From an optimization exercise on the open Yosys and OpenROAD flow, aimed at small area, a short achievable clock period and few clock cycles per item; shortcuts taken in it are not production practice. Function was checked by simulation only, so behaviour that the tests miss may differ from the original.

===== design/flow/run.sh =====
#!/bin/bash
# synth_recipe.tcl (not shown) runs the flow's synth.tcl, then flattens the netlist and writes it again
# the make line also repeats each setting of config.mk as NAME=value (left out here)
make -C /OpenROAD-flow-scripts/flow DESIGN_CONFIG=/design/flow/config.mk WORK_HOME=/design/flow/orfs CLKGATE_MAP_FILE= SYNTH_SCRIPT=/design/flow/synth_recipe.tcl finish

===== design/flow/config.mk =====
export PLATFORM = sky130hd
export DESIGN_NAME = encoder_accelerated_value
export DESIGN_NICKNAME = encoder_accelerated_value
export VERILOG_FILES = /design/flow/design.v
export SDC_FILE = /design/flow/constraint.sdc
export NUM_CORES = 4
export LEC_CHECK = 0
export ABC_AREA = 1
export CAP_MARGIN = 20
export CORE_MARGIN = 2
export CORE_UTILIZATION = 40
export SETUP_SLACK_MARGIN = 4
export SLEW_MARGIN = 20
export TNS_END_PERCENT = 10

===== design/flow/constraint.sdc =====
create_clock -name core_clock -period 10.0 [get_ports {aclk}]
set_input_delay 2.0000 -clock core_clock [delete_from_list [all_inputs] [get_ports {aclk}]]
set_output_delay 2.0000 -clock core_clock [all_outputs]
set_load 0.01 [all_outputs]

===== design/flow/design.v =====
package eav_pkg;
    localparam int DATA_W    = 32;               
    localparam int STEP_W    = 31;               
    localparam int RATIO_W   = 8;
    localparam int GAP_W     = 16;
    localparam int CFG_IDX_W = 2;
    localparam int M_DATA_W  = 64;
    localparam logic signed [DATA_W-1:0] MIN_VALUE_RST   = '0;
    localparam logic signed [DATA_W-1:0] MAX_VALUE_RST   = DATA_W'(10000);
    localparam logic [RATIO_W-1:0]       ACCEL_RATIO_RST = RATIO_W'(5);
    localparam logic [GAP_W-1:0]         ACCEL_GAP_RST   = GAP_W'(10);
    localparam logic [1:0] TK_IDLE  = 2'd0;      
    localparam logic [1:0] TK_GROW  = 2'd2;      
    localparam logic [1:0] TK_DIV   = 2'd3;      
endpackage
module eav_padd #(
    parameter int W = 32
) (
    input  logic [W-1:0] a,
    input  logic [W-1:0] b,
    input  logic         cin,
    output logic [W-1:0] sum
);
    localparam int L = $clog2(W);
    logic [W-1:0] g, p, gg, pp, gn, pn;
    always_comb begin
        p  = a ^ b;
        g  = a & b;
        gg = g;
        pp = p;
        gg[0] = g[0] | (p[0] & cin);
        for (int l = 0; l < L; l++) begin
            gn = gg;
            pn = pp;
            for (int i = 0; i < W; i++) begin
                if ((i >> l) & 1) begin
                    gn[i] = gg[i] | (pp[i] & gg[((i >> l) << l) - 1]);
                    pn[i] = pp[i] & pp[((i >> l) << l) - 1];
                end
            end
            gg = gn;
            pp = pn;
        end
        sum = p ^ {gg[W-2:0], cin};
    end
endmodule
module eav_csign #(
    parameter int W = 32
) (
    input  logic [W-1:0] a,
    input  logic [W-1:0] b,
    input  logic [W-1:0] c,
    input  logic         cin,
    output logic         sign
);
    logic [W-1:0] s, k, sum;
    assign s = a ^ b ^ c;
    assign k = {((a[W-2:0] & b[W-2:0]) | (a[W-2:0] & c[W-2:0]) | (b[W-2:0] & c[W-2:0])), 1'b0};
    eav_padd #(.W(W)) u_add (.a(s), .b(k), .cin(cin), .sum(sum));
    assign sign = sum[W-1];
endmodule
module eav_benc (
    input  logic [7:0] b,
    output logic [3:0] one,
    output logic [3:0] two,
    output logic [3:0] neg,
    output logic       top,
    output logic       nz
);
    logic [8:0] bx;
    assign bx = {b, 1'b0};
    for (genvar k = 0; k < 4; k++) begin : g_dig
        assign one[k] = bx[2*k+1] ^ bx[2*k];
        assign two[k] = (bx[2*k+2] & !bx[2*k+1] & !bx[2*k]) | (!bx[2*k+2] & bx[2*k+1] & bx[2*k]);
        assign neg[k] = bx[2*k+2];
    end
    assign top = b[7];
    assign nz  = (b != 8'd0);
endmodule
module eav_mac #(
    parameter int W = 42
) (
    input  logic [32:0]  a,
    input  logic [3:0]   one,
    input  logic [3:0]   two,
    input  logic [3:0]   neg,
    input  logic         top,
    input  logic [W-1:0] x,
    output logic [W-1:0] s,
    output logic [W-1:0] c
);
    logic [W-1:0] r [0:13];
    logic [W-1:0] a1, a2;
    assign a1 = W'($signed(a));
    assign a2 = a1 << 1;
    for (genvar k = 0; k < 4; k++) begin : g_booth
        logic [W-1:0] m;
        assign m = ((a1 & {W{one[k]}}) | (a2 & {W{two[k]}})) ^ {W{neg[k]}};
        if (k == 0) begin : g_first
            assign r[k] = m;
        end else begin : g_rest
            assign r[k] = (m << (2*k)) | (W'(neg[k-1]) << (2*k-2));
        end
    end
    assign r[4] = ((a1 & {W{top}}) << 8) | (W'(neg[3]) << 6);
    assign r[5] = x;
    for (genvar k = 0; k < 4; k++) begin : g_csa
        assign r[6+2*k] = r[3*k] ^ r[3*k+1] ^ r[3*k+2];
        assign r[7+2*k] = ((r[3*k] & r[3*k+1]) | (r[3*k] & r[3*k+2])
                         | (r[3*k+1] & r[3*k+2])) << 1;
    end
    assign s = r[12];
    assign c = r[13];
endmodule
module eav_divk #(
    parameter int K = 2
) (
    input  logic [7:0]  ratio,
    input  logic [7:0]  rem_in,
    input  logic [31:0] quo_in,
    output logic [7:0]  rem_out,
    output logic [31:0] quo_out
);
    logic [7:0]  r [0:K];
    logic [31:0] q [0:K];
    assign r[0] = rem_in;
    assign q[0] = quo_in;
    for (genvar k = 0; k < K; k++) begin : g_step
        logic [9:0] t;
        eav_padd #(.W(10)) u_sub (
            .a   ({1'b0, r[k], q[k][31]}),
            .b   (~{2'b00, ratio}),
            .cin (1'b1),
            .sum (t)
        );
        assign r[k+1] = t[9] ? {r[k][6:0], q[k][31]} : t[7:0];
        assign q[k+1] = {q[k][30:0], !t[9]};
    end
    assign rem_out = r[K];
    assign quo_out = q[K];
endmodule
import eav_pkg::*;
module eav_dp (
    input  logic                          aclk,
    input  logic                          aresetn,
    input  logic                          cfg_valid,
    input  logic [eav_pkg::CFG_IDX_W-1:0] cfg_index,
    input  logic [eav_pkg::DATA_W-1:0]    cfg_data,
    input  logic                          s_tvalid,
    output logic                          s_tready,
    input  logic [eav_pkg::DATA_W-1:0]    s_tdata,
    input  logic                          s_tuser,
    output logic                          m_tvalid,
    input  logic                          m_tready,
    output logic [eav_pkg::M_DATA_W-1:0]  m_tdata,
    output logic                          m_tuser
);
    localparam logic [31:0] HI = 32'h7FFF_FFFF;
    localparam logic [31:0] LO = 32'h8000_0000;
    logic [31:0]  min_r, max_r;
    logic [7:0]   ratio_r;
    logic [15:0]  gap_r;
    logic [31:0]  last_r;        
    logic [31:0]  acc_r;
    logic [30:0]  step_r;
    logic         vcf_r;         
    logic [31:0]  vt_r;
    logic         clamped_r;
    logic         mv_r;
    logic         ib_v, ib_t, ib_z;
    logic [32:0]  ib_d;          
    logic         dneg, dovf;    
    logic [1:0]   pc;            
    logic [1:0]   tph;           
    logic [7:0]   rem_r;
    logic [3:0]   cnt_r;
    logic         f_pos, f_tk1, f_gch, f_grow, f_div;
    logic [3:0]   b_one, b_two, b_neg;
    logic         b_top, b_nz;
    logic [7:0]   b_raw;         
    eav_benc u_benc (.b(b_raw), .one(b_one), .two(b_two), .neg(b_neg), .top(b_top), .nz(b_nz));
    logic         min_is_lo, max_is_hi, min_gt_max, max_lt1, ratio_ge2, ratio_z;
    logic [30:0]  maxc;          
    assign min_is_lo = (min_r == LO);
    assign max_is_hi = (max_r == HI);
    eav_csign #(.W(33)) u_mgt (
        .a({max_r[31], max_r}), .b(~{min_r[31], min_r}), .c(33'd0), .cin(1'b1), .sign(min_gt_max)
    );
    assign max_lt1    = max_r[31] || (max_r == 32'd0);
    assign maxc       = max_lt1 ? 31'd1 : max_r[30:0];
    assign ratio_ge2  = (ratio_r[7:1] != 7'd0);
    assign ratio_z    = (ratio_r == 8'd0);
    logic gap_hi_nz;
    assign gap_hi_nz  = (gap_r[15:8] != 8'd0);
    logic [35:0]  mac_x, mac_s, mac_c, v;
    logic [32:0]  mac_a;
    logic         tbig;
    assign tbig  = (step_r[30:8] != '0);
    assign mac_a = (f_grow || (f_gch && tbig)) ? {2'b00, step_r} : ib_d;
    assign mac_x = ({36{f_pos}} & {{4{acc_r[31]}}, acc_r})
                 | ({36{f_gch && pc == 2'd2}} & {3'd0, ib_d[24:0], 8'd0});
    eav_mac #(.W(36)) u_mac (
        .a(mac_a), .one(b_one), .two(b_two), .neg(b_neg), .top(b_top),
        .x(mac_x), .s(mac_s), .c(mac_c)
    );
    eav_padd #(.W(36)) u_vsum (.a(mac_s), .b(mac_c), .cin(1'b0), .sum(v));
    logic [31:0] vc, moved;
    logic [32:0] dvc, dtv;
    assign vc = acc_r | {32{vcf_r}};
    eav_padd #(.W(33)) u_dvc (.a({vc[31], vc}), .b(~{vt_r[31], vt_r}), .cin(1'b1), .sum(dvc));
    eav_padd #(.W(33)) u_dtv (.a({vt_r[31], vt_r}), .b(~{vc[31], vc}), .cin(1'b1), .sum(dtv));
    assign moved = dvc[32] ? dtv[31:0] : dvc[31:0];
    logic [35:0] cmp_y;
    logic        lo_neg, hi_neg, tk_lt;
    assign cmp_y = f_pos ? {{4{min_r[31]}}, min_r} : {4'd0, moved};
    eav_csign #(.W(36)) u_lo (
        .a(mac_s), .b(mac_c), .c(~cmp_y), .cin(!f_grow), .sign(lo_neg)
    );
    assign tk_lt = lo_neg;
    eav_csign #(.W(36)) u_hi (
        .a(mac_s), .b(mac_c), .c(~{{4{max_r[31]}}, max_r}), .cin(1'b0), .sign(hi_neg)
    );
    logic [30:0] shz;
    logic [32:0] shd;
    logic        shrink;
    assign shz = f_grow ? maxc : step_r;
    eav_padd #(.W(33)) u_shr (.a({1'b0, moved}), .b(~{2'b00, shz}), .cin(1'b1), .sum(shd));
    assign shrink = shd[32];
    logic        last_ch, force_sat;
    always_comb begin
        case (pc)
            2'd0: last_ch = (step_r[30:8] == '0);
            2'd1: last_ch = (step_r[30:16] == '0);
            2'd2: last_ch = (step_r[30:24] == '0);
            default: last_ch = 1'b1;
        endcase
    end
    logic        big;
    logic [31:0] anz;            
    always_comb begin
        anz[31] = mac_a[31] ^ mac_a[32];
        for (int k = 30; k >= 0; k--)
            anz[k] = anz[k+1] | (mac_a[k] ^ mac_a[32]);
        big = 1'b0;
        for (int j = 1; j < 8; j++)
            big = big | (b_raw[j] & anz[32-j]);
    end
    assign force_sat = (dovf && b_nz) || big;
    logic        over, under, lo_hit, hi_hit, pos_last;
    logic [31:0] sat, fin;
    assign pos_last = last_ch || ib_z;
    logic        tk_last;
    assign tk_last = tbig ? (pc == 2'd2) : 1'b1;
    assign over  = force_sat ? !dneg : (!v[35] && (v[34:31] != '0));
    assign under = force_sat ?  dneg : ( v[35] && (v[34:31] != '1));
    assign sat   = over ? HI : under ? LO : v[31:0];
    assign lo_hit = under ? !min_is_lo : (over ? 1'b0 : lo_neg);
    assign hi_hit = lo_hit ? min_gt_max : (over ? !max_is_hi : (under ? 1'b0 : !hi_neg));
    assign fin   = hi_hit ? max_r : (lo_hit ? min_r : sat);
    logic [7:0]  rem_d;
    logic [31:0] quo_d;
    eav_divk #(.K(2)) u_div (.ratio(ratio_r), .rem_in(rem_r), .quo_in(vt_r), .rem_out(rem_d), .quo_out(quo_d));
    logic        step_ge_ratio, maxc_ge_ratio;
    assign step_ge_ratio = (step_r[30:9] != '0) || (step_r[8:0] >= {ratio_r, 1'b0});
    assign maxc_ge_ratio = (maxc[30:9] != '0) || (maxc[8:0] >= {ratio_r, 1'b0});
    logic        go, t_fin, t_div, t_grow, t_chunk;
    logic        s_one, s_maxc, s_v, s_quo;
    logic [30:0] dvd;
    logic        tbusy;
    assign tbusy = f_grow || f_div;
    assign go = ib_v && !tbusy && (!mv_r || m_tready);
    always_comb begin
        t_fin   = 1'b0;
        t_div   = 1'b0;
        t_grow  = 1'b0;
        t_chunk = 1'b0;
        s_one   = 1'b0;
        s_maxc  = 1'b0;
        s_v     = 1'b0;
        s_quo   = 1'b0;
        dvd     = step_r;
        if (f_pos) begin
            if (pos_last && !ib_z && (lo_hit || hi_hit))
                s_one = 1'b1;
        end else if (f_tk1 || f_gch) begin
            if (!tk_last) begin
                t_chunk = 1'b1;
            end else if (tk_lt && !force_sat) begin
                t_grow = 1'b1;
            end else if (shrink && ratio_ge2) begin
                if (step_ge_ratio) begin
                    t_div = 1'b1;
                end else begin
                    s_one = 1'b1;
                    t_fin = 1'b1;
                end
            end else begin
                t_fin = 1'b1;
            end
        end else if (f_grow) begin
            dvd = maxc;
            if (!hi_neg || big) begin
                if (shrink && ratio_ge2) begin
                    if (maxc_ge_ratio) begin
                        t_div = 1'b1;
                    end else begin
                        s_one = 1'b1;
                        t_fin = 1'b1;
                    end
                end else begin
                    s_maxc = 1'b1;
                    t_fin  = 1'b1;
                end
            end else begin
                t_fin = 1'b1;
                if (ratio_z)
                    s_one = 1'b1;
                else if (ratio_ge2 && tk_lt)
                    s_v = 1'b1;
            end
        end else if (f_div) begin
            if (cnt_r == 4'd0) begin
                t_fin = 1'b1;
                if (quo_d == 32'd0)
                    s_one = 1'b1;
                else
                    s_quo = 1'b1;
            end
        end
        if (!go && !tbusy) begin
            s_one  = 1'b0;
            s_maxc = 1'b0;
            s_v    = 1'b0;
            s_quo  = 1'b0;
        end
    end
    logic [2:0]  dvd_c;
    logic [31:0] dvd_w, dvd_sh;
    assign dvd_w = {1'b0, dvd};
    always_comb begin
        dvd_c = 3'd0;
        for (int k = 1; k < 8; k++)
            if (dvd_w[4*k +: 4] != 4'd0)
                dvd_c = 3'(k);
        dvd_sh = dvd_w << (4 * (7 - dvd_c));
    end
    logic        fin_item, leave, take, ib_load;
    logic [32:0] d_in, new_d;
    logic        new_z;
    assign fin_item = (f_pos && pos_last) || ((f_tk1 || f_gch || tbusy) && t_fin);
    assign leave    = go && (ib_t ? tk_last : pos_last);
    assign s_tready = !ib_v || leave;
    assign take     = s_tvalid && s_tready;
    eav_padd #(.W(33)) u_d (.a({s_tdata[31], s_tdata}), .b(~{last_r[31], last_r}), .cin(1'b1), .sum(d_in));
    assign new_d = s_tuser ? {17'd0, gap_r} : d_in;
    assign new_z = (s_tdata == last_r);
    assign ib_load = take;
    logic        ib_v_n, ib_t_n;
    logic [1:0]  pc_n, tph_n;
    logic [30:0] step_n;
    always_comb begin
        ib_v_n = take || (ib_v && !leave);
        ib_t_n = take ? s_tuser : ib_t;
        pc_n   = take ? 2'd0 : ((go && !leave) ? ((ib_t && pc == 2'd0 && !gap_hi_nz) ? 2'd2 : pc + 2'd1) : pc);
        tph_n  = tph;
        if (go && ib_t && t_grow)
            tph_n = TK_GROW;
        if ((go && ib_t) || tbusy) begin
            if (t_div)
                tph_n = TK_DIV;
            else if (t_fin)
                tph_n = TK_IDLE;
        end
        step_n = ({31{s_one}} & 31'd1) | ({31{s_maxc}} & maxc)
               | ({31{s_v}} & v[30:0]) | ({31{s_quo}} & quo_d[30:0])
               | ({31{!(s_one || s_maxc || s_v || s_quo)}} & step_r);
    end
    logic [7:0] e_val [0:9];
    assign e_val[0] = step_r[7:0];
    assign e_val[1] = step_r[15:8];
    assign e_val[2] = step_r[23:16];
    assign e_val[3] = {1'b0, step_r[30:24]};
    assign e_val[4] = ratio_r;
    assign e_val[5] = maxc[7:0];
    assign e_val[6] = v[7:0];
    assign e_val[7] = quo_d[7:0];
    assign e_val[8] = gap_r[15:8];
    assign e_val[9] = gap_r[7:0];
    logic [9:0] esel;
    always_comb begin
        esel = 10'd0;
        if (tph_n == TK_GROW)
            esel[4] = 1'b1;
        else if (ib_t_n && pc_n == 2'd1)
            esel[8] = 1'b1;
        else if (ib_t_n && pc_n == 2'd2)
            esel[9] = 1'b1;
        else if (pc_n != 2'd0)
            esel[pc_n] = 1'b1;
        else if (!(s_one || s_maxc || s_v || s_quo))
            esel[0] = 1'b1;
        else begin
            esel[5] = s_maxc;
            esel[6] = s_v;
            esel[7] = s_quo;
        end
    end
    logic [7:0] nb_raw;
    always_comb begin
        nb_raw = {7'd0, s_one && (tph_n != TK_GROW) && (pc_n == 2'd0)};
        for (int k = 0; k < 10; k++) begin
            nb_raw = nb_raw | ({8{esel[k]}} & e_val[k]);
        end
    end
    always_ff @(posedge aclk) begin
        if (!aresetn) begin
            min_r     <= MIN_VALUE_RST;
            max_r     <= MAX_VALUE_RST;
            ratio_r   <= ACCEL_RATIO_RST;
            gap_r     <= ACCEL_GAP_RST;
            last_r    <= '1;
            acc_r     <= '0;
            step_r    <= 31'd1;
            vcf_r     <= 1'b1;
            vt_r      <= '1;
            clamped_r <= 1'b0;
            mv_r      <= 1'b0;
            ib_v      <= 1'b0;
            tph       <= TK_IDLE;
            pc        <= 2'd0;
            f_pos     <= 1'b0;
            f_tk1     <= 1'b0;
            f_gch     <= 1'b0;
            f_grow    <= 1'b0;
            f_div     <= 1'b0;
            b_raw     <= 8'd1;
        end else begin
            if (cfg_valid) begin
                case (cfg_index)
                    2'd0: min_r   <= cfg_data;
                    2'd1: max_r   <= cfg_data;
                    2'd2: ratio_r <= cfg_data[7:0];
                    default: gap_r <= cfg_data[15:0];
                endcase
            end
            ib_v   <= ib_v_n;
            ib_t   <= ib_t_n;
            pc     <= pc_n;
            tph    <= tph_n;
            step_r <= step_n;
            f_pos  <= ib_v_n && !ib_t_n && (tph_n == TK_IDLE);
            f_tk1  <= ib_v_n &&  ib_t_n && (tph_n == TK_IDLE) && (pc_n == 2'd0);
            f_gch  <= ib_v_n &&  ib_t_n && (tph_n == TK_IDLE) && (pc_n != 2'd0);
            f_grow <= (tph_n == TK_GROW);
            f_div  <= (tph_n == TK_DIV);
            b_raw  <= nb_raw;
            if (m_tready)
                mv_r <= 1'b0;
            if (take && !s_tuser)
                last_r <= s_tdata;
            if (ib_load) begin
                ib_z <= new_z;
                ib_d <= new_d;
                dneg <= new_d[32];
                dovf <= 1'b0;
            end
            if (go || tbusy)
                mv_r <= fin_item;
            if (go && f_pos) begin
                if (pos_last) begin
                    clamped_r <= 1'b0;
                    if (!ib_z) begin
                        acc_r     <= fin;
                        vcf_r     <= 1'b0;
                        clamped_r <= lo_hit || hi_hit;
                    end
                end else begin
                    acc_r <= sat;
                end
            end
            if (go && !leave && !ib_t) begin
                if (ib_d[32:24] != {9{ib_d[32]}}) begin
                    ib_d <= '0;
                    dovf <= 1'b1;
                end else begin
                    ib_d <= {ib_d[24:0], 8'd0};
                end
            end
            if ((go && ib_t) || tbusy) begin
                if (t_fin) begin
                    clamped_r <= 1'b0;
                    vt_r      <= vc;
                end
                if (t_chunk && pc == 2'd0)
                    ib_d <= '0;
                if (t_chunk && pc == 2'd1)
                    ib_d <= (force_sat || v[35:24] != '0) ? 33'h0_0100_0000 : {9'd0, v[23:0]};
                if (t_div) begin
                    vt_r  <= dvd_sh;
                    rem_r <= 8'd0;
                    cnt_r <= {dvd_c, 1'b1};
                end else if (f_div && !t_fin) begin
                    vt_r  <= quo_d;
                    rem_r <= rem_d;
                    cnt_r <= cnt_r - 4'd1;
                end
            end
        end
    end
    assign m_tvalid = mv_r;
    assign m_tdata  = {1'b0, step_r, acc_r};
    assign m_tuser  = clamped_r;
endmodule
import eav_pkg::*;
module encoder_accelerated_value (
    input  logic                          aclk,
    input  logic                          aresetn,
    input  logic                          cfg_valid,
    output logic                          cfg_ready,
    input  logic [eav_pkg::CFG_IDX_W-1:0] cfg_index,
    input  logic [eav_pkg::DATA_W-1:0]    cfg_data,
    input  logic                          s_tvalid,
    output logic                          s_tready,
    input  logic [eav_pkg::DATA_W-1:0]    s_tdata,   
    input  logic                          s_tuser,   
    output logic                          m_tvalid,
    input  logic                          m_tready,
    output logic [eav_pkg::M_DATA_W-1:0]  m_tdata,   
    output logic                          m_tuser    
);
    assign cfg_ready = 1'b1;
    eav_dp u_dp (
        .aclk      (aclk),
        .aresetn   (aresetn),
        .cfg_valid (cfg_valid),
        .cfg_index (cfg_index),
        .cfg_data  (cfg_data),
        .s_tvalid  (s_tvalid),
        .s_tready  (s_tready),
        .s_tdata   (s_tdata),
        .s_tuser   (s_tuser),
        .m_tvalid  (m_tvalid),
        .m_tready  (m_tready),
        .m_tdata   (m_tdata),
        .m_tuser   (m_tuser)
    );
endmodule

==> results of run 1 <==
==> worst max-delay path, delay by kind of cell, from the launching register on <==
family,cells,cell delay (ps)
fa+ha+maj,5,2250
xor+xnor,1,180
buf+inv,9,1270
simple gates,21,2390
compound gates,7,720
flops,1,370
==> stage by stage <==
step / cells / hold slack (ps) / setup WS [ps] / cell area, µm²
3_5_place_dp: 5991 / 472.6 / 1149 / 37230
2_1_floorplan: 4884 / 450.0 / 3459 / 35000
6_report: 6313 / 480.8 / 2706 / 43120
3_3_place_gp: 5991 / 462.6 / 1194 / 37220
5_1_grt: 6310 / 515.9 / 2414 / 43120
4_1_cts: 6239 / 486.7 / 2927 / 41640
==> area by class of cell <==
| class | count | area, µm² | area share |
|---|---|---|---|
| Inverter | 699 | 2680 | 0.06215 |
| Tap cell | 1144 | 1431 | 0.03319 |
| Sequential cell | 285 | 6267 | 0.1453 |
| Antenna cell | 3 | 7.507 | 0.0001741 |
| Timing Repair Buffer | 426 | 4183 | 0.09700 |
| Multi-Input combinational cell | 3685 | 27160 | 0.6299 |
| Clock buffer | 57 | 1199 | 0.02780 |
| Clock inverter | 12 | 178.9 | 0.004149 |
| Timing Repair inverter | 2 | 12.51 | 0.0002901 |
==> layer usage <==
metal,track usage,vias to the layer above,part of all wire
li1,-,16918,-
met1,0.4692,17779,0.39
met3,0.09597,545,0.12
met4,0.2386,6,0.084
met5,0,-,0.00022
met2,0.5100,2477,0.40
==> state kept, by name, summed over array words and instances, names as in the netlist, 2 cells and up <==
signal / count
u_dp.acc_r: 32
u_dp.b_raw: 8
u_dp.cnt_r: 4
u_dp.gap_r: 16
u_dp.ib_d: 33
u_dp.last_r: 32
u_dp.max_r: 32
u_dp.min_r: 32
u_dp.pc: 2
u_dp.ratio_r: 8
u_dp.rem_r: 8
u_dp.step_r: 31
u_dp.tph: 2
u_dp.vt_r: 32
==> final timing paths <==
kind	depth (start not counted)	slack (ps)	end	startpoint
worst min-delay path	2	480	u_dp.last_r[0]$_SDFFE_PN1P_	u_dp.last_r[0]$_SDFFE_PN1P_
worst min register to register	2	480	u_dp.last_r[0]$_SDFFE_PN1P_	u_dp.last_r[0]$_SDFFE_PN1P_
worst max-delay path	43	2710	u_dp.acc_r[0]$_SDFFE_PN0P_	u_dp.step_r[30]$_SDFF_PN0_
worst max register to register	43	2710	u_dp.acc_r[0]$_SDFFE_PN0P_	u_dp.step_r[30]$_SDFF_PN0_
==> cells in the mapped netlist, types with 7 or more instances <==
library cell and n:
a21o_1 14, nor3_1 33, o21bai_1 14, nand4_1 57, a32oi_1 7, inv_1 678
a22oi_1 10, nand2_2 8, o32ai_1 8, nor4_1 32, ha_1 342, clkinv_1 7
dfxtp_1 236, buf_2 35, nand2_4 10, o21ai_1 38, o221ai_1 9, nand3_1 203
o22ai_1 168, nand2_1 848, o2111ai_1 10, xnor2_1 23, clkbuf_1 178, a21oi_1 424
xor2_1 203, nor2_2 9, edfxtp_1 49, inv_2 13, o211ai_1 85, fa_1 212
nor2_1 283, a211oi_1 20, o21ai_0 499, or2_2 32, buf_4 10
==> repair_timing <==
item,CTS,global route
setup endpoints to repair,161,198
resized for setup,356,176
setup buffers,156,60
cloned,23,11
pin swaps,156,151
==> placed cells by master (no fill, tap or decap), types with 57 or more instances in the layout <==
cell type,netlist,final
inv_1,678,652
dfxtp_1,236,209
buf_4,10,217
fa_1,212,176
nand2_1,848,779
xor2_1,203,192
nand3_1,203,184
ha_1,342,317
o22ai_1,168,135
o21ai_0,499,463
nand4_1,57,57
nor2_1,283,245
o211ai_1,85,85
clkdlybuf4s50_1,0,136
a21oi_1,424,398
==> logic make-up after synthesis <==
group                    after synthesis  share of synthesized area
AND/OR/NAND/NOR                     1537                     0.1912
AO/OA/AOI/OAI                       1342                     0.2186
buffers and inverters                934                     0.1048
adder cells (fa/ha/maj)              554                     0.2471
flip-flops                           285                     0.1796
XOR/XNOR                             226                    0.05738
multiplexers                           4                   0.001161
other                                  2                  0.0002177
==> metrics.csv, run 1 <==
stage;metric;value;unit
setup_path;cpPeakStageDelay;570;ps
cts;clkSlewWorstSetupHoldPaths;60;ps
cts;cts_tree;built;
floorplan;start_util;0.4045;
timing;tns;0;ps
yosys;syn_area;34500;µm²
finish;drive_gt1_frac;0.1636;
setup_path;path_max_fanout;8;
placed_design;port_buffers;137;
drt;viasPerCell;5.976;
yosys;synth.largest_area_cell;dfxtp_1;
timing;finalSetupViolations;0;
cts;holdBufCountCts;0;
drt;firstDrtPassIters;8;
yosys;ys_seq_elements;285;
floorplan;dieArea;88610;µm²
yosys;syn-instance-count;4884;
timing;drv_slew;0;
finish;nNetsFinal;5765;
global_routing;gr-total-overflow;0;
finish;utilization;0.5057;
yosys;ys_seq_area_frac;0.1796;
setup_path;slowest_stage;fa_1;
cts;clock_latency;620;ps
min_path;min_path_type;flop to flop;
floorplan;ios;140;
cts;cts_root_buffer;clkbuf_16;
timing;fmax;137.1;MHz
outcome;status;timing/DRC/antenna clean;
floorplan;core.rowCount;107;
cts;cts_inserted_buffers;40;
cts;clockBufferDepth;3;
yosys;synthFlopType;dfxtp_1;
finish;fillCellCount;8371;
cts;cts.sinks;285;
drt;ant_nets;0;
drt;drt-wirelength-per-cell;26.28;µm
finish;synthToLayoutAreaGrowth;25.00;%
global_routing;grt_pass1_wl;236600;µm
drt;post-route-drc-count;0;
timing;finalCriticalPeriod;7294;ps
cts;cts-htree-levels;2;
timing;fin_crit_sh;0.7294;
drt;wl;165900;µm
global_routing;grt_max_degree;91;
timing;fin_skew;56.15;ps
yosys;synth_cell_types;69;
yosys;ys.warnings.count;10;
yosys;avgSynthCellArea;7.063;µm²
setup_path;critPathKind;flop to flop;
timing;hold_viol_final;0;
global_routing;grt_pass1_vias;34823;
setup_path;cp_common_cell;nand2_4;
yosys;async_flop_share;0;
yosys;synth_top_area_frac;0.1370;
drt;drt_iter0_markers;5163;
job;maxCapViolations;0;
floorplan;coreArea;85280;µm²
floorplan;dieWidth;297.7;µm
yosys;synth_edf_count;49;
timing;relSlewSlack;0.1843;
setup_path;critPathRequiredTime;10500;ps
placed_design;gp_congestion;1.030;
yosys;synth.area.top_cells;dfxtp_1, ha_1, fa_1;
floorplan;die_y;297.7;µm
timing;rsz0062_at_grt;true;
setup_path;cp.arrival;7790;ps
timing;worstMarginPinSlew;1219;ps
yosys;synth_nets;5510;
global_routing;track_usage;0.3569;
setup_path;crit_path_end_kind;flop;
global_routing;antenna_found_initial;8;
drt;via_count;37725;
setup_path;start_kind;flop;
placed_design;hpwl;124400;µm
Testbench counts, summed over its fixed seeds: cycles 6,045, items 4,800.
==> run 2: changes to the inputs <==
--- a/design/flow/design.v
+++ b/design/flow/design.v
@@ -206,9 +206,18 @@
     eav_padd #(.W(36)) u_vsum (.a(mac_s), .b(mac_c), .cin(1'b0), .sum(v));
     logic [31:0] vc, moved;
-    logic [32:0] dvc, dtv;
+    logic [32:0] dvc;
     assign vc = acc_r | {32{vcf_r}};
     eav_padd #(.W(33)) u_dvc (.a({vc[31], vc}), .b(~{vt_r[31], vt_r}), .cin(1'b1), .sum(dvc));
-    eav_padd #(.W(33)) u_dtv (.a({vt_r[31], vt_r}), .b(~{vc[31], vc}), .cin(1'b1), .sum(dtv));
-    assign moved = dvc[32] ? dtv[31:0] : dvc[31:0];
+    logic [31:0] dlo;            
+    logic [31:0] dor;
+    always_comb begin
+        dor = dvc[31:0];
+        for (int l = 0; l < 5; l++)
+            for (int i = 0; i < 32; i++)
+                if ((i >> l) & 1)
+                    dor[i] = dor[i] | dor[((i >> l) << l) - 1];
+        dlo = {dor[30:0], 1'b0};
+    end
+    assign moved = dvc[31:0] ^ ({32{dvc[32]}} & dlo);
     logic [35:0] cmp_y;
     logic        lo_neg, hi_neg, tk_lt;
==> run 2 against run 1 <==
Compared with the run above: sequential share of layout area is 0.85 points higher; critical path type unchanged; clock skew is 30 ps lower; highest routed layer unchanged; die area shrank 2.0%; critical endpoint is now u_dp.b_raw[6]$_SDFF_PN0_; final cell count decreased by 4.5%.
==> metrics.csv, run 2 <==
stage;metric;value;unit;change
timing;rsz0062_at_grt;true;;
global_routing;grt_max_degree;76;;-16%
yosys;ys.warnings.count;10;;unchanged
timing;fin_skew;26.22;ps;-29.93 ps
cts;cts_root_buffer;clkbuf_16;;
yosys;yosys-top-cells-count;nand2_1, inv_1, o21ai_0, ha_1, a21oi_1;;
drt;drt_iter0_markers;4805;;-6.9%
setup_path;slowest_stage;fa_2;;
yosys;synth_top_area_frac;0.1398;;+0.002865
yosys;syn_area;33790;µm²;-2.0%
global_routing;antenna_found_initial;8;;unchanged
setup_path;cpPeakStageDelay;640;ps;+70 ps
min_path;min_path_cells;2;;unchanged
setup_path;crit_path_end_kind;flop;;
yosys;synth_edf_count;49;;unchanged
finish;final_common_cell;nand2_1;;
timing;finalCriticalPeriod;7776;ps;+482.4 ps
setup_path;cp.arrival;8200;ps;+410 ps
min_path;min_from;u_dp.vt_r[18]$_SDFFE_PN1P_;;
yosys;syn-instance-count;4706;;-3.6%
placed_design;port_buffers;137;;unchanged
timing;worstMarginPinSlew;1213;ps;-6.895 ps
job;maxCapViolations;0;;unchanged
floorplan;die_y;294.7;µm;-1.0%
cts;cts_inserted_buffers;39;;-2.5%
timing;fin_crit_sh;0.7776;;+0.04824
finish;largest_reg_flops;33;;unchanged
setup_path;path_max_fanout;8;;unchanged
setup_path;reg2reg_depth;44;;+2.3%
yosys;synthFlopType;dfxtp_1;;
cts;cts-htree-levels;2;;unchanged
finish;nNetsFinal;5455;;-5.4%
min_path;min_to;u_dp.vt_r[18]$_SDFFE_PN1P_;;
global_routing;gr-total-overflow;0;;unchanged
global_routing;track_usage;0.3542;;-0.002720
timing;fmax;128.6;MHz;-6.2%
drt;firstDrtPassIters;6;;-2
timing;relSlewSlack;0.1889;;+0.004612
yosys;synth_cell_types;73;;+5.8%
placed_design;hpwl;122900;µm;-1.2%
yosys;synth.area.top_cells;dfxtp_1, fa_1, ha_1;;
setup_path;cp_common_cell;nand2_2;;
timing;finalSetupViolations;0;;unchanged
finish;synthToLayoutAreaGrowth;20.45;%;
placed_design;gp_congestion;1.022;;-0.82%
setup_path;ff2ff_setup_slack;2220;ps;-480 ps
drt;viasPerCell;6.015;;+0.65%
timing;tns;0;ps;unchanged
floorplan;start_util;0.4038;;-0.0007481
yosys;synth_nets;5297;;-3.9%
drt;via_count;36275;;-3.8%
setup_path;critPathRequiredTime;10420;ps;-80 ps
drt;post-route-drc-count;0;;unchanged
outcome;status;timing/DRC/antenna clean;;
setup_path;regToRegStartpoint;u_dp.step_r[27]$_SDFF_PN0_;;
finish;mostFrequentLayoutCells;nand2_1, inv_1, o21ai_0;;
timing;hold_viol_final;0;;unchanged
finish;top_register;u_dp.ib_d;;
floorplan;coreArea;83690;µm²;-1.9%
setup_path;worstReg2RegEnd;u_dp.b_raw[6]$_SDFF_PN0_;;
floorplan;dieWidth;294.7;µm;-1.0%
global_routing;grt_pass1_vias;33207;;-4.6%
setup_path;start_kind;flop;;
cts;clock_latency;590;ps;-30 ps
yosys;yosysMostFrequentCell;nand2_1;;
cts;clockBufferDepth;3;;unchanged
floorplan;dieArea;86820;µm²;-2.0%
cts;cts.sinks;285;;unchanged
global_routing;grt_pass1_wl;225900;µm;-4.5%
finish;fillCellCount;8447;;+0.91%
yosys;avgSynthCellArea;7.180;µm²;+1.7%
yosys;ys_seq_area_frac;0.1834;;+0.003757
yosys;async_flop_share;0;;unchanged
setup_path;critPathKind;flop to flop;;
drt;wl;159900;µm;-3.6%
floorplan;ios;140;;unchanged
timing;drv_slew;0;;unchanged
drt;ant_nets;0;;unchanged
cts;clkSlewWorstSetupHoldPaths;60;ps;about the same
drt;drt-wirelength-per-cell;26.51;µm;+0.87%
cts;cts_tree;built;;
yosys;ys_seq_elements;285;;unchanged
yosys;synth.largest_area_cell;dfxtp_1;;
floorplan;core.rowCount;106;;-0.93%
min_path;min_path_type;flop to flop;;
finish;drive_gt1_frac;0.1438;;-0.01972
[run 2: changes by cell type after synthesis, sizes merged, moves of 17 or more]
cell / previous run / this run
ha: 342 / 312
a21oi: 426 / 298
nand2: 866 / 889
xor2: 203 / 180
buf: 54 / 77
clkbuf: 181 / 147
a31oi: 3 / 33
a221oi: 3 / 32
o21ai: 539 / 439
nand3: 208 / 168
o22ai: 168 / 185
[run 2: cell families (layout without fill, tap and decap cells)]
logic type | after synthesis | after routing | share of synthesized area
muxes | 1 | 1 | 0.0002962
other | 2 | 5 | 0.0002222
xor gates and xnor gates | 217 | 217 | 0.05647
AOI/OAI and AO/OA | 1228 | 1231 | 0.2199
adders and majority gates | 519 | 519 | 0.2382
DFF | 285 | 285 | 0.1834
buffers and inverters | 925 | 1103 | 0.1088
and+or+nand+nor | 1529 | 1536 | 0.1928
[run 2: cell type report]
cell class / count / area, µm² / share of cell area
multi-input cells: 3506 / 25690 / 0.6312
flip-flops and latches: 285 / 6260 / 0.1538
repair buffers: 333 / 3269 / 0.08033
inverters: 696 / 2680 / 0.06585
well taps: 1134 / 1419 / 0.03486
clock buffers: 53 / 1152 / 0.02831
clock inverters: 18 / 203.9 / 0.005011
repair inverters: 3 / 20.02 / 0.0004919
diodes: 3 / 7.507 / 0.0001845
[run 2: worst max-delay path, delay by kind of cell (launching register included)]
| family | cells | cell delay, ps |
|---|---|---|
| compound gates | 4 | 430 |
| fa+ha+maj | 5 | 2410 |
| buf+inv | 12 | 1340 |
| flops | 1 | 350 |
| simple gates | 23 | 3040 |
[run 2: how the worst max path moves through the flow]
| stage | start | to | cells after the start | slack (ps) |
|---|---|---|---|---|
| floorplan | u_dp.step_r[26]$_SDFF_PN0_ | u_dp.acc_r[31]$_SDFFE_PN0P_ | 41 | 3380 |
| global placement | u_dp.step_r[19]$_SDFF_PN0_ | u_dp.acc_r[1]$_SDFFE_PN0P_ | 40 | 700 |
| detailed placement | u_dp.step_r[29]$_SDFF_PN0_ | u_dp.acc_r[1]$_SDFFE_PN0P_ | 38 | 760 |
| CTS | u_dp.vcf_r$_SDFFE_PN1P_ | u_dp.acc_r[1]$_SDFFE_PN0P_ | 46 | 2230 |
| global route | u_dp.vcf_r$_SDFFE_PN1P_ | u_dp.b_raw[1]$_SDFF_PN0_ | 48 | 1980 |
| finish | u_dp.step_r[27]$_SDFF_PN0_ | u_dp.b_raw[6]$_SDFF_PN0_ | 44 | 2220 |
[run 2: what timing repair did]
| action | CTS | global route |
|---|---|---|
| pin swaps | 56 | 117 |
| gates resized for setup | 152 | 229 |
| cloned | 9 | 12 |
| hold endpoints to repair | 0 | 0 |
| setup endpoints to repair | 161 | 163 |
| setup buffers | 49 | 69 |
| hold buffers | 0 | 0 |
[run 2: metrics by stage]
| stage | setup WS (ps) | std cells | instance area [µm²] | hold WS (ps) | util |
|---|---|---|---|---|---|
| floorplan | 3382 | 4706 | 34350 | 437.2 | - |
| global placement | 700.5 | 5817 | 36550 | 447.5 | 0.4367 |
| detailed placement | 757.5 | 5817 | 36560 | 450.6 | 0.4368 |
| CTS | 2227 | 5946 | 39060 | 467.2 | 0.4667 |
| global route | 1980 | 6028 | 40690 | 489.8 | 0.4862 |
| finish | 2224 | 6031 | 40700 | 464.8 | 0.4863 |
[run 2: metal layers]
layer,global-route usage,wire (µm),up-vias
met4,0.1850,10320,10
met2,0.5219,66930,2146
li1,-,-,16198
met3,0.09200,18850,452
met5,0,73,-
met1,0.4740,63690,17469
Testbench counts of run 2, summed over its fixed seeds: cycles 6,045, items 4,800.
==> run 3: changes to the inputs <==
--- a/design/flow/config.mk
+++ b/design/flow/config.mk
@@ -9,5 +9,5 @@
 export CAP_MARGIN = 20
 export CORE_MARGIN = 2
-export CORE_UTILIZATION = 40
+export CORE_UTILIZATION = 55
 export SETUP_SLACK_MARGIN = 4
 export SLEW_MARGIN = 20
==> run 3 against run 2 <==
Compared with the run above: still clean; via count up 1.1%; count of clock-buffer cells in the layout up 1; worst setup slack worse by 370 ps; global-route usage up 11 points.
==> metrics.csv, run 3 <==
stage;metric;value;unit;change
outcome;status;timing/DRC/antenna clean;;
setup_path;path_delay_family;simple AND/OR/NAND/NOR gates;;
yosys;synth_compound_area_frac;0.2199;;unchanged
global_routing;grtUsageMet2;0.6755;;+0.1537
finish;fillCellCount;5486;;-35%
floorplan;dieArea;63440;µm²;-27%
yosys;ys_seq_elements;285;;unchanged
floorplan;start_util;0.5578;;+0.1540
finish;multi_input_area;25460;µm²;-0.89%
cts;clock_latency;600;ps;about the same
timing;hold_viol_final;0;;unchanged
timing;finalCriticalPeriod;8151;ps;+374.6 ps
cts;cts_inserted_buffers;39;;unchanged
placed_design;hpwl;116600;µm;-5.2%
yosys;synth_edf_count;49;;unchanged
cts;cts_root_buffer;clkbuf_16;;
yosys;async_flop_share;0;;unchanged
setup_path;critPathCapture;u_dp.ib_d[20]$_DFFE_PP_;;
job;maxCapViolations;0;;unchanged
global_routing;antenna_found_initial;12;;+4
timing;drv_slew;0;;unchanged
yosys;yosys-top-cells-count;nand2_1, inv_1, o21ai_0, ha_1, a21oi_1;;
setup_path;regToRegStartpoint;u_dp.step_r[18]$_SDFF_PN0_;;
timing;hold_slack;471.8;ps;+6.943 ps
setup_path;slowest_stage;xnor2_1;;
setup_path;cpPeakStageDelay;970;ps;+330 ps
yosys;ys.warnings.count;10;;unchanged
global_routing;top_usage_layer;met2;;
floorplan;core.rowCount;90;;-15%
yosys;synthMuxAreaShare;0.0002962;;unchanged
cts;cts-htree-levels;2;;unchanged
placed_design;port_buffers;137;;unchanged
drt;drt-wirelength-per-cell;27.04;µm;+2.0%
yosys;synth.largest_area_cell;dfxtp_1;;
timing;fin_crit_sh;0.8151;;+0.03746
finish;fin_cells;5644;;-6.4%
yosys;synth_xor_xnor_area_share;0.05647;;unchanged
cts;cts_tree;built;;
yosys;yosysMostFrequentCell;nand2_1;;
floorplan;dieWidth;251.9;µm;-15%
setup_path;path_max_fanout;24;;+16
finish;mostFrequentLayoutCells;nand2_1, inv_1, o21ai_0;;
yosys;synth.area.top_cells;dfxtp_1, fa_1, ha_1;;
global_routing;grt_pass1_vias;33504;;+0.89%
setup_path;ff2ff_setup_slack;1850;ps;-370 ps
drt;wl;152600;µm;-4.5%
finish;largest_reg_flops;33;;unchanged
yosys;synth_top_area_frac;0.1398;;unchanged
setup_path;reg2reg_depth;29;;-34%
drt;post-route-drc-count;0;;unchanged
yosys;synthFlopType;dfxtp_1;;
setup_path;cp.depth;29;;-34%
setup_path;critPathLaunch;u_dp.step_r[18]$_SDFF_PN0_;;
floorplan;coreArea;60580;µm²;-28%
placed_design;gp_congestion;1.060;;+3.7%
cts;cts.sinks;285;;unchanged
yosys;synth_nets;5297;;unchanged
timing;relSlewSlack;0.1517;;-0.03725
timing;rsz0062_at_grt;true;;
global_routing;use_met3;0.1329;;+0.04088
drt;firstDrtPassIters;8;;+2
yosys;syn_area;33790;µm²;unchanged
timing;fmax;122.7;MHz;-4.6%
placed_design;post_dp_cell_area;36020;µm²;-1.5%
global_routing;grt_max_degree;150;;+97%
finish;nNetsFinal;5420;;-0.64%
drt;ant_nets;0;;unchanged
finish;drive_gt1_frac;0.1289;;-0.01499
timing;worstMarginPinSlew;1263;ps;+50.91 ps
global_routing;gr-total-overflow;0;;unchanged
global_routing;grt_pass1_wl;217500;µm;-3.7%
setup_path;cp.arrival;8550;ps;+350 ps
cts;clkSlewWorstSetupHoldPaths;60;ps;about the same
setup_path;critPathKind;flop to flop;;
timing;finalSetupViolations;0;;unchanged
setup_path;start_kind;flop;;
drt;drt_iter0_markers;5260;;+9.5%
yosys;synth_cell_types;73;;unchanged
yosys;synth_top_family_by_area;adder cells;;
yosys;yosys.area_share.simple;0.1928;;unchanged
finish;top_register;u_dp.ib_d;;
drt;viasPerCell;6.501;;+8.1%
setup_path;worstReg2RegEnd;u_dp.ib_d[20]$_DFFE_PP_;;
min_path;min_path_type;flop to flop;;
cts;clockBufferDepth;3;;unchanged
yosys;avgSynthCellArea;7.180;µm²;unchanged
floorplan;ios;140;;unchanged
floorplan;die_y;251.9;µm;-15%
global_routing;track_usage;0.4649;;+0.1107
yosys;syn-instance-count;4706;;unchanged
cts;holdBufCountCts;0;;unchanged
timing;tns;0;ps;unchanged
placed_design;dpl.cell_count;5450;;-6.3%
setup_path;crit_path_end_kind;flop;;
min_path;min_from;u_dp.vt_r[19]$_SDFFE_PN1P_;;
timing;fin_skew;32.31;ps;+6.092 ps
global_routing;met1_usage;0.6035;;+0.1295
setup_path;cp_num_buf_inv;3;;-9
drt;via_count;36691;;+1.1%
finish;final_cell_area;39850;µm²;-2.1%
setup_path;critPathRequiredTime;10400;ps;-20 ps
finish;seqCellArea;6237;µm²;-0.36%
yosys;ys_seq_area_frac;0.1834;;unchanged
yosys;synthAdderAreaFrac;0.2382;;unchanged
finish;synthToLayoutAreaGrowth;17.93;%;
finish;final_common_cell;nand2_1;;
[run 3: cell types whose count changed in the layout (fill, tap and decap cells not counted), sizes merged]
cell	delta
buf	-40
bufbuf	+1
bufinv	+4
clkbuf	+2
clkinv	-8
clkinvlp	-1
diode	+1
inv	+4
nand2	-4
nand4	+3
o21a	+1
o21ai	+2
[run 3: cell families (layout without fill, tap and decap cells)]
family,Yosys count,in the layout
AND/OR/NAND/NOR,1529,1535
AO/OA/AOI/OAI,1228,1234
buffers and inverters,925,1065
adder cells (fa/ha/maj),519,519
flip-flops,285,285
XOR/XNOR,217,217
other,2,6
multiplexers,1,1
[run 3: final cells by class]
| type | instances | area share |
|---|---|---|
| repair inverters | 4 | 0.0006907 |
| multi-input cells | 3508 | 0.6389 |
| clock inverters | 16 | 0.006907 |
| inverters | 696 | 0.06669 |
| diodes | 4 | 0.0002512 |
| well taps | 782 | 0.02455 |
| repair buffers | 295 | 0.07655 |
| clock buffers | 54 | 0.02898 |
| flip-flops and latches | 285 | 0.1565 |
[run 3: how the worst min path moves through the flow]
stage,cells after the start,slack [ps],endpoint
after floorplan,2,440,u_dp.vt_r[18]$_SDFFE_PN1P_
after global placement,2,450,u_dp.vt_r[18]$_SDFFE_PN1P_
after global routing,2,500,u_dp.vt_r[19]$_SDFFE_PN1P_
after CTS,2,470,u_dp.vt_r[23]$_SDFFE_PN1P_
final,2,470,u_dp.vt_r[19]$_SDFFE_PN1P_
after detailed placement,2,450,u_dp.vt_r[23]$_SDFFE_PN1P_
[run 3: metrics by stage]
step / setup WS (ps) / utilization
2_1_floorplan: 3382 / -
3_3_place_gp: 853.1 / 0.5946
3_5_place_dp: 756.1 / 0.5946
4_1_cts: 2173 / 0.6379
5_1_grt: 1777 / 0.6576
6_report: 1849 / 0.6578
[run 3: per-layer routing]
metal,vias up,share of wire
met3,685,0.13
met5,-,0.00039
li1,16154,-
met1,17243,0.37
met4,10,0.086
met2,2599,0.41
[run 3: what timing repair did]
action	CTS	global route
setup buffers	49	41
setup endpoints to repair	162	162
pin swaps	57	79
gates resized for setup	141	146
cloned	14	15
[run 3: worst min-delay path, delay by kind of cell, from the launching register on]
family,cells,cell delay (ps)
AO/OA/AOI/OAI,1,70
flip-flops,1,330
AND/OR/NAND/NOR,1,50
==> run 4: changes to the inputs <==
--- a/design/flow/config.mk
+++ b/design/flow/config.mk
@@ -9,6 +9,6 @@
 export CAP_MARGIN = 20
 export CORE_MARGIN = 2
-export CORE_UTILIZATION = 55
-export SETUP_SLACK_MARGIN = 4
+export CORE_UTILIZATION = 40
+export SETUP_SLACK_MARGIN = 5
 export SLEW_MARGIN = 20
-export TNS_END_PERCENT = 10
+export TNS_END_PERCENT = 5
==> run 4 against run 3 <==
Compared with the run above: first-iteration DRC count decreased by 5.4%; cell area is 3.1% higher; clock skew down 0.68 ps; final cell count is 7.4% higher; core utilization decreased by 17 points; fmax increased by 4.5%; still clean on timing, DRC and antenna; die area rose by 37%; synthesized area stayed put; sequential share of layout area shrank 0.45 points.
==> metrics.csv, run 4 <==
stage;metric;value;unit;change
outcome;status;timing/DRC/antenna clean;;
timing;rsz0062_at_grt;true;;
finish;utilization;0.4910;;-0.1668
finish;fillCellCount;8437;;+54%
setup_path;cp.arrival;8250;ps;-300 ps
yosys;async_flop_share;0;;unchanged
cts;cts_root_buffer;clkbuf_16;;
timing;hold_viol_final;0;;unchanged
drt;ant_nets;0;;unchanged
yosys;yosys.area_share.simple;0.1928;;unchanged
finish;drive_gt1_frac;0.1474;;+0.01849
yosys;synth.largest_area_cell;dfxtp_1;;
finish;multi_input_area;25720;µm²;+1.0%
global_routing;grt_max_degree;77;;-49%
global_routing;grt_pass1_wl;230600;µm;+6.0%
placed_design;port_buffers;137;;unchanged
timing;finalSetupViolations;0;;unchanged
timing;worstMarginPinSlew;1184;ps;-78.96 ps
setup_path;critPathCapture;u_dp.b_raw[2]$_SDFF_PN0_;;
setup_path;cp_num_buf_inv;7;;+4
yosys;syn-instance-count;4706;;unchanged
setup_path;critPathKind;flop to flop;;
placed_design;gp_congestion;1.054;;-0.56%
yosys;synthAdderAreaFrac;0.2382;;unchanged
timing;drv_slew;0;;unchanged
yosys;ys_seq_elements;285;;unchanged
setup_path;worstReg2RegEnd;u_dp.b_raw[2]$_SDFF_PN0_;;
cts;clockBufferDepth;3;;unchanged
cts;cts_inserted_buffers;38;;-2.6%
yosys;synthMuxAreaShare;0.0002962;;unchanged
finish;mostFrequentLayoutCells;nand2_1, inv_1, o21ai_0;;
drt;drt-wirelength-per-cell;26.74;µm;-1.1%
global_routing;track_usage;0.3628;;-0.1021
setup_path;start_kind;flop;;
drt;via_count;36658;;-0.090%
setup_path;ff2ff_setup_slack;2200;ps;+350 ps
cts;cts-htree-levels;2;;unchanged
finish;synthToLayoutAreaGrowth;21.61;%;
floorplan;ios;140;;unchanged
cts;cts.sinks;285;;unchanged
floorplan;die_y;294.7;µm;+17%
drt;wl;162200;µm;+6.2%
placed_design;hpwl;124500;µm;+6.8%
drt;viasPerCell;6.045;;-7.0%
setup_path;cp_common_cell;nand2_2;;
yosys;synth_top_family_by_area;adder cells;;
yosys;ys_seq_area_frac;0.1834;;unchanged
yosys;synth_edf_count;49;;unchanged
global_routing;antenna_found_initial;7;;-5
yosys;ys.warnings.count;10;;unchanged
cts;clock_latency;600;ps;about the same
timing;relSlewSlack;0.2031;;+0.05141
yosys;synth_cell_types;73;;unchanged
yosys;synth_xor_xnor_area_share;0.05647;;unchanged
setup_path;cpPeakStageDelay;620;ps;-350 ps
setup_path;path_delay_family;simple AND/OR/NAND/NOR gates;;
cts;cts_tree;built;;
setup_path;slowest_stage;fa_2;;
yosys;syn_area;33790;µm²;unchanged
yosys;synthFlopType;dfxtp_1;;
global_routing;grt_pass1_vias;34148;;+1.9%
yosys;yosysMostFrequentCell;nand2_1;;
setup_path;reg2reg_depth;44;;+52%
yosys;synth_compound_area_frac;0.2199;;unchanged
finish;seqCellArea;6248;µm²;+0.18%
timing;fmax;128.2;MHz;+4.5%
floorplan;dieArea;86820;µm²;+37%
yosys;synth_top_area_frac;0.1398;;unchanged
timing;finalCriticalPeriod;7798;ps;-353.2 ps
yosys;synth_nets;5297;;unchanged
finish;largest_reg_flops;33;;unchanged
global_routing;gr-total-overflow;0;;unchanged
setup_path;regToRegStartpoint;u_dp.step_r[20]$_SDFF_PN0_;;
job;maxCapViolations;0;;unchanged
floorplan;start_util;0.4038;;-0.1540
drt;post-route-drc-count;0;;unchanged
setup_path;cp.depth;44;;+52%
finish;top_register;u_dp.ib_d;;
drt;drt_iter0_markers;4974;;-5.4%
timing;fin_crit_sh;0.7798;;-0.03532
yosys;synth.area.top_cells;dfxtp_1, fa_1, ha_1;;
floorplan;coreArea;83690;µm²;+38%
drt;firstDrtPassIters;7;;-1
setup_path;critPathRequiredTime;10460;ps;+60 ps
min_path;min_path_type;flop to flop;;
floorplan;dieWidth;294.7;µm;+17%
yosys;yosys-top-cells-count;nand2_1, inv_1, o21ai_0, ha_1, a21oi_1;;
timing;tns;0;ps;unchanged
setup_path;crit_path_end_kind;flop;;
finish;nNetsFinal;5489;;+1.3%
setup_path;path_max_fanout;8;;-67%
floorplan;core.rowCount;106;;+18%
timing;fin_skew;31.64;ps;-0.6761 ps
cts;clkSlewWorstSetupHoldPaths;70;ps;about the same
setup_path;critPathLaunch;u_dp.step_r[20]$_SDFF_PN0_;;
finish;final_common_cell;nand2_1;;
yosys;avgSynthCellArea;7.180;µm²;unchanged
run 4: cell types whose count changed in the layout (fill, tap and decap cells not counted), sizes merged, moves of 2 or more:
cell | before | now
nand2 | 892 | 890
bufinv | 7 | 3
o21ai | 444 | 447
bufbuf | 1 | 3
clkinv | 9 | 13
buf | 152 | 219
nand4 | 65 | 63
run 4: cell families (layout without fill, tap and decap cells):
logic type / count (synthesis) / count (layout)
other cells: 2 / 5
buf+inv: 925 / 1134
simple gates: 1529 / 1532
compound gates: 1228 / 1237
fa+ha+maj: 519 / 519
flops: 285 / 285
xor+xnor: 217 / 217
mux: 1 / 1
run 4: metrics by stage:
| step | cell area [µm²] | std cells | setup WS [ps] | hold WS, ps |
|---|---|---|---|---|
| 2_1_floorplan | 34310 | 4706 | 3328 | 437.2 |
| 3_3_place_gp | 36510 | 5816 | 1070 | 448.9 |
| 3_5_place_dp | 36530 | 5817 | 1165 | 450.7 |
| 4_1_cts | 39840 | 6013 | 2379 | 465.0 |
| 5_1_grt | 41090 | 6063 | 1954 | 488.8 |
| 6_report | 41090 | 6064 | 2202 | 462.6 |
run 4: worst min path at each step:
stage | start | to | cells after the start
3_3_place_gp | u_dp.vt_r[18]$_SDFFE_PN1P_ | u_dp.vt_r[18]$_SDFFE_PN1P_ | 2
4_1_cts | u_dp.vt_r[19]$_SDFFE_PN1P_ | u_dp.vt_r[19]$_SDFFE_PN1P_ | 2
3_5_place_dp | u_dp.vt_r[18]$_SDFFE_PN1P_ | u_dp.vt_r[18]$_SDFFE_PN1P_ | 2
5_1_grt | u_dp.vt_r[20]$_SDFFE_PN1P_ | u_dp.vt_r[20]$_SDFFE_PN1P_ | 2
6_report | u_dp.vt_r[20]$_SDFFE_PN1P_ | u_dp.vt_r[20]$_SDFFE_PN1P_ | 2
2_1_floorplan | u_dp.vt_r[18]$_SDFFE_PN1P_ | u_dp.vt_r[18]$_SDFFE_PN1P_ | 2
run 4: final cells by class:
class,count,share of cell area
Antenna cell,3,0.0001827
Timing Repair inverter,4,0.0005785
Tap cell,1134,0.03453
Clock inverter,16,0.004567
Inverter,696,0.06492
Sequential cell,285,0.1521
Clock buffer,53,0.02686
Multi-Input combinational cell,3508,0.6258
Timing Repair Buffer,365,0.09049
run 4: per-layer routing:
layer / vias to the layer above / routed length, µm / global-route usage
li1: 16277 / - / -
met1: 17515 / 62520 / 0.4776
met2: 2347 / 66830 / 0.5287
met3: 513 / 20500 / 0.09841
met4: 6 / 12280 / 0.2160
met5: - / 31 / 0
run 4: worst register-to-register path, delay by kind of cell (launching register included):
kind / cells / cell delay (ps)
and+or+nand+nor: 26 / 2710
adders and majority gates: 5 / 2400
DFF: 1 / 300
AOI/OAI and AO/OA: 5 / 980
xor gates and xnor gates: 1 / 190
buffers and inverters: 7 / 1100
run 4: what timing repair did:
| item | CTS | global route |
|---|---|---|
| setup endpoints to repair | 169 | 209 |
| buffers inserted | 104 | 36 |
| resized for setup | 190 | 169 |
| gates cloned | 23 | 11 |
| hold buffers | 0 | 0 |
| pin swaps | 67 | 59 |
==> run 5: changes to the inputs <==
--- a/design/flow/design.v
+++ b/design/flow/design.v
@@ -176,4 +176,5 @@
     logic [3:0]   cnt_r;
     logic         f_pos, f_tk1, f_gch, f_grow, f_div;
+    logic         f_astep;       
     logic [3:0]   b_one, b_two, b_neg;
     logic         b_top, b_nz;
@@ -197,5 +198,5 @@
     logic         tbig;
     assign tbig  = (step_r[30:8] != '0);
-    assign mac_a = (f_grow || (f_gch && tbig)) ? {2'b00, step_r} : ib_d;
+    assign mac_a = f_astep ? {2'b00, step_r} : ib_d;
     assign mac_x = ({36{f_pos}} & {{4{acc_r[31]}}, acc_r})
                  | ({36{f_gch && pc == 2'd2}} & {3'd0, ib_d[24:0], 8'd0});
@@ -443,4 +444,5 @@
             f_grow    <= 1'b0;
             f_div     <= 1'b0;
+            f_astep   <= 1'b0;
             b_raw     <= 8'd1;
         end else begin
@@ -463,4 +465,6 @@
             f_grow <= (tph_n == TK_GROW);
             f_div  <= (tph_n == TK_DIV);
+            f_astep <= (tph_n == TK_GROW)
+                    || (ib_v_n && ib_t_n && (tph_n == TK_IDLE) && (pc_n != 2'd0) && tbig);
             b_raw  <= nb_raw;
             if (m_tready)
--- a/design/flow/config.mk
+++ b/design/flow/config.mk
@@ -10,5 +10,5 @@
 export CORE_MARGIN = 2
 export CORE_UTILIZATION = 40
-export SETUP_SLACK_MARGIN = 5
+export SETUP_SLACK_MARGIN = 4
 export SLEW_MARGIN = 20
-export TNS_END_PERCENT = 5
+export TNS_END_PERCENT = 10
==> run 5 against run 4 <==
Compared with the run above: via count down 2.7%; critical path depth up 2; clock skew up 9.0 ps.
==> metrics.csv, run 5 <==
stage;metric;value;unit;change
drt;viasPerCell;6.019;;-0.44%
setup_path;crit_path_end_kind;flop;;
finish;fillCellCount;8421;;-0.19%
cts;clkSlewWorstSetupHoldPaths;60;ps;about the same
setup_path;path_max_fanout;8;;unchanged
finish;top_register;u_dp.ib_d;;
cts;clockBufferDepth;3;;unchanged
yosys;synthAdderAreaFrac;0.2391;;+0.0009740
setup_path;critPathKind;flop to flop;;
yosys;async_flop_share;0;;unchanged
yosys;avgSynthCellArea;7.169;µm²;-0.15%
setup_path;critPathRequiredTime;10490;ps;+30 ps
timing;finalSetupViolations;0;;unchanged
drt;firstDrtPassIters;8;;+1
drt;post-route-drc-count;0;;unchanged
yosys;synth.area.top_cells;dfxtp_1, fa_1, ha_1;;
floorplan;core.rowCount;106;;unchanged
job;maxCapViolations;0;;unchanged
timing;hold_viol_final;0;;unchanged
timing;worstMarginPinSlew;1174;ps;-10.66 ps
timing;fmax;125.4;MHz;-2.2%
cts;cts_root_buffer;clkbuf_16;;
floorplan;dieWidth;294.1;µm;-0.20%
yosys;yosys.area_share.simple;0.1899;;-0.002892
setup_path;cp_num_buf_inv;6;;-1
setup_path;cpPeakStageDelay;500;ps;-120 ps
cts;cts.sinks;286;;+0.35%
yosys;synth_compound_area_frac;0.2197;;-0.0002532
setup_path;path_delay_family;simple AND/OR/NAND/NOR gates;;
yosys;syn-instance-count;4694;;-0.25%
floorplan;start_util;0.4034;;about the same
global_routing;track_usage;0.3668;;+0.004081
placed_design;port_buffers;137;;unchanged
yosys;ys.warnings.count;10;;unchanged
global_routing;gr-total-overflow;0;;unchanged
finish;mostFrequentLayoutCells;nand2_1, inv_1, o21ai_0;;
timing;tns;0;ps;unchanged
placed_design;hpwl;126400;µm;+1.5%
cts;cts-htree-levels;2;;unchanged
global_routing;grt_pass1_vias;33776;;-1.1%
cts;clock_latency;620;ps;+20 ps
finish;multi_input_area;24510;µm²;-4.7%
global_routing;antenna_found_initial;7;;unchanged
setup_path;slowest_stage;fa_1;;
timing;relSlewSlack;0.2148;;+0.01174
timing;fin_crit_sh;0.7973;;+0.01758
timing;drv_slew;0;;unchanged
yosys;synth_nets;5285;;-0.23%
floorplan;dieArea;86470;µm²;-0.40%
cts;cts_tree;built;;
yosys;synth_top_area_frac;0.1410;;+0.001167
setup_path;cp.arrival;8460;ps;+210 ps
finish;nNetsFinal;5400;;-1.6%
finish;utilization;0.4690;;-0.02205
yosys;synth.largest_area_cell;dfxtp_1;;
finish;drive_gt1_frac;0.1023;;-0.04506
yosys;yosys-top-cells-count;nand2_1, inv_1, o21ai_0, ha_1, a21oi_1;;
yosys;synth_xor_xnor_area_share;0.05982;;+0.003354
yosys;ys_seq_elements;286;;+0.35%
cts;cts_inserted_buffers;40;;+5.3%
floorplan;die_y;294.1;µm;-0.20%
timing;finalCriticalPeriod;7973;ps;+175.8 ps
drt;ant_nets;0;;unchanged
yosys;synth_edf_count;49;;unchanged
yosys;synth_top_family_by_area;adder cells;;
timing;rsz0062_at_grt;true;;
outcome;status;timing/DRC/antenna clean;;
drt;via_count;35660;;-2.7%
timing;fin_skew;40.63;ps;+8.996 ps
global_routing;grt_pass1_wl;231800;µm;+0.52%
placed_design;gp_congestion;1.024;;-2.9%
yosys;synth_cell_types;77;;+5.5%
floorplan;coreArea;83420;µm²;-0.32%
finish;final_common_cell;nand2_1;;
finish;seqCellArea;6255;µm²;+0.10%
yosys;synthMuxAreaShare;0.0002974;;+0.000001211
yosys;synthFlopType;dfxtp_1;;
yosys;syn_area;33650;µm²;-0.41%
setup_path;start_kind;flop;;
drt;wl;161800;µm;-0.22%
global_routing;grt_max_degree;73;;-5.2%
drt;drt_iter0_markers;4976;;+0.040%
yosys;ys_seq_area_frac;0.1847;;+0.001345
min_path;min_path_type;flop to flop;;
finish;synthToLayoutAreaGrowth;16.25;%;
finish;largest_reg_flops;33;;unchanged
yosys;yosysMostFrequentCell;nand2_1;;
floorplan;ios;140;;unchanged
drt;drt-wirelength-per-cell;27.31;µm;+2.1%
## run 5: changes by cell type after synthesis, moves of 10 or more
cell      previous run  this run
nand2_1            873       832
o21ai_0            371       405
a221oi_2            24         0
nand3_1            162       143
o211ai_1           100       119
clkbuf_1           147       162
a221oi_1             8        20
inv_1              670       659
xnor2_1             37        48
nand2_2             13        23
nor4_1              34        24
## run 5: worst min-delay path, delay by kind of cell (launching register included)
| kind | cells | cell delay [ps] |
|---|---|---|
| flip-flops | 1 | 320 |
| AO/OA/AOI/OAI | 1 | 70 |
| AND/OR/NAND/NOR | 1 | 40 |
## run 5: logic make-up after synthesis
| group | count (synthesis) |
|---|---|
| flops | 286 |
| mux | 1 |
| xor+xnor | 229 |
| buf+inv | 920 |
| simple gates | 1476 |
| compound gates | 1261 |
| other cells | 2 |
| fa+ha+maj | 519 |
## run 5: final cells by class
cell class              instances  area share
diodes                          6   0.0003838
well taps                    1080     0.03454
clock buffers                  51     0.02792
inverters                     692     0.06758
repair buffers                300     0.07698
repair inverters                1   0.0001919
flip-flops and latches        286      0.1599
multi-input cells            3488      0.6265
clock inverters                21    0.006077
## run 5: worst paths after layout
check | depth (start not counted) | slack (ps) | from | to
setup / recovery | 46 | 2030 | u_dp.vcf_r$_SDFFE_PN1P_ | u_dp.b_raw[1]$_SDFF_PN0_
hold / removal | 2 | 460 | u_dp.vt_r[28]$_SDFFE_PN1P_ | u_dp.vt_r[28]$_SDFFE_PN1P_
setup reg to reg | 46 | 2030 | u_dp.vcf_r$_SDFFE_PN1P_ | u_dp.b_raw[1]$_SDFF_PN0_
hold reg to reg | 2 | 460 | u_dp.vt_r[28]$_SDFFE_PN1P_ | u_dp.vt_r[28]$_SDFFE_PN1P_
## run 5: metrics by stage
stage | std cells | cell area, µm² | hold slack (ps) | setup slack [ps]
after floorplan | 4694 | 33770 | 434.3 | 3115
after global placement | 5762 | 36140 | 450.5 | 960.4
after detailed placement | 5762 | 36140 | 447.6 | 728.2
after CTS | 5905 | 38730 | 463.4 | 2346
after global routing | 5919 | 39110 | 483.9 | 1695
final | 5925 | 39120 | 458.9 | 2027
## run 5: metal layers
layer | up-vias | GRT usage | routed length (µm)
met5 | - | 0.001702 | 28
met4 | 4 | 0.2875 | 15050
met3 | 591 | 0.08346 | 16940
met2 | 2293 | 0.5465 | 67460
met1 | 16729 | 0.4569 | 62330
li1 | 16043 | - | -
## run 5: what timing repair did
action,CTS,global route
endpoints found under the setup margin,163,163
resized for setup,140,53
hold buffers,0,0
buffers inserted,61,12
pin swaps,46,29
cloned,10,2
Testbench counts of run 5, summed over its fixed seeds: cycles 6,045, items 4,800.

separate check: timing with driven ports:
No port has a modelled driver above. Below, the same layouts with a new extraction and two added sets of constraints.
Step 1 sets driving cells, clkbuf_16 on the clock port and buf_2 on the other inputs (assumed; they add their load-dependent delay and slew).
Step 2 also shifts input and output timing later by t, the mid clock arrival at the registers, as if the neighbouring blocks saw the same clock.
Three values: no drivers, after step 1, after step 2; two values: the first two.
run | t (ns) | setup WS [ns] | cell pins on the clock port's net
run 1 | 0.661 | 2.706 / 2.706 / 2.706 | 1
run 2 | 0.643 | 2.224 / 2.224 / 2.224 | 1
run 3 | 0.657 | 1.849 / 1.849 / 1.849 | 1
run 4 | 0.654 | 2.202 / 2.202 / 2.202 | 1
run 5 | 0.675 | 2.027 / 2.027 / 2.027 | 1
After both steps every run listed still meets setup and hold.
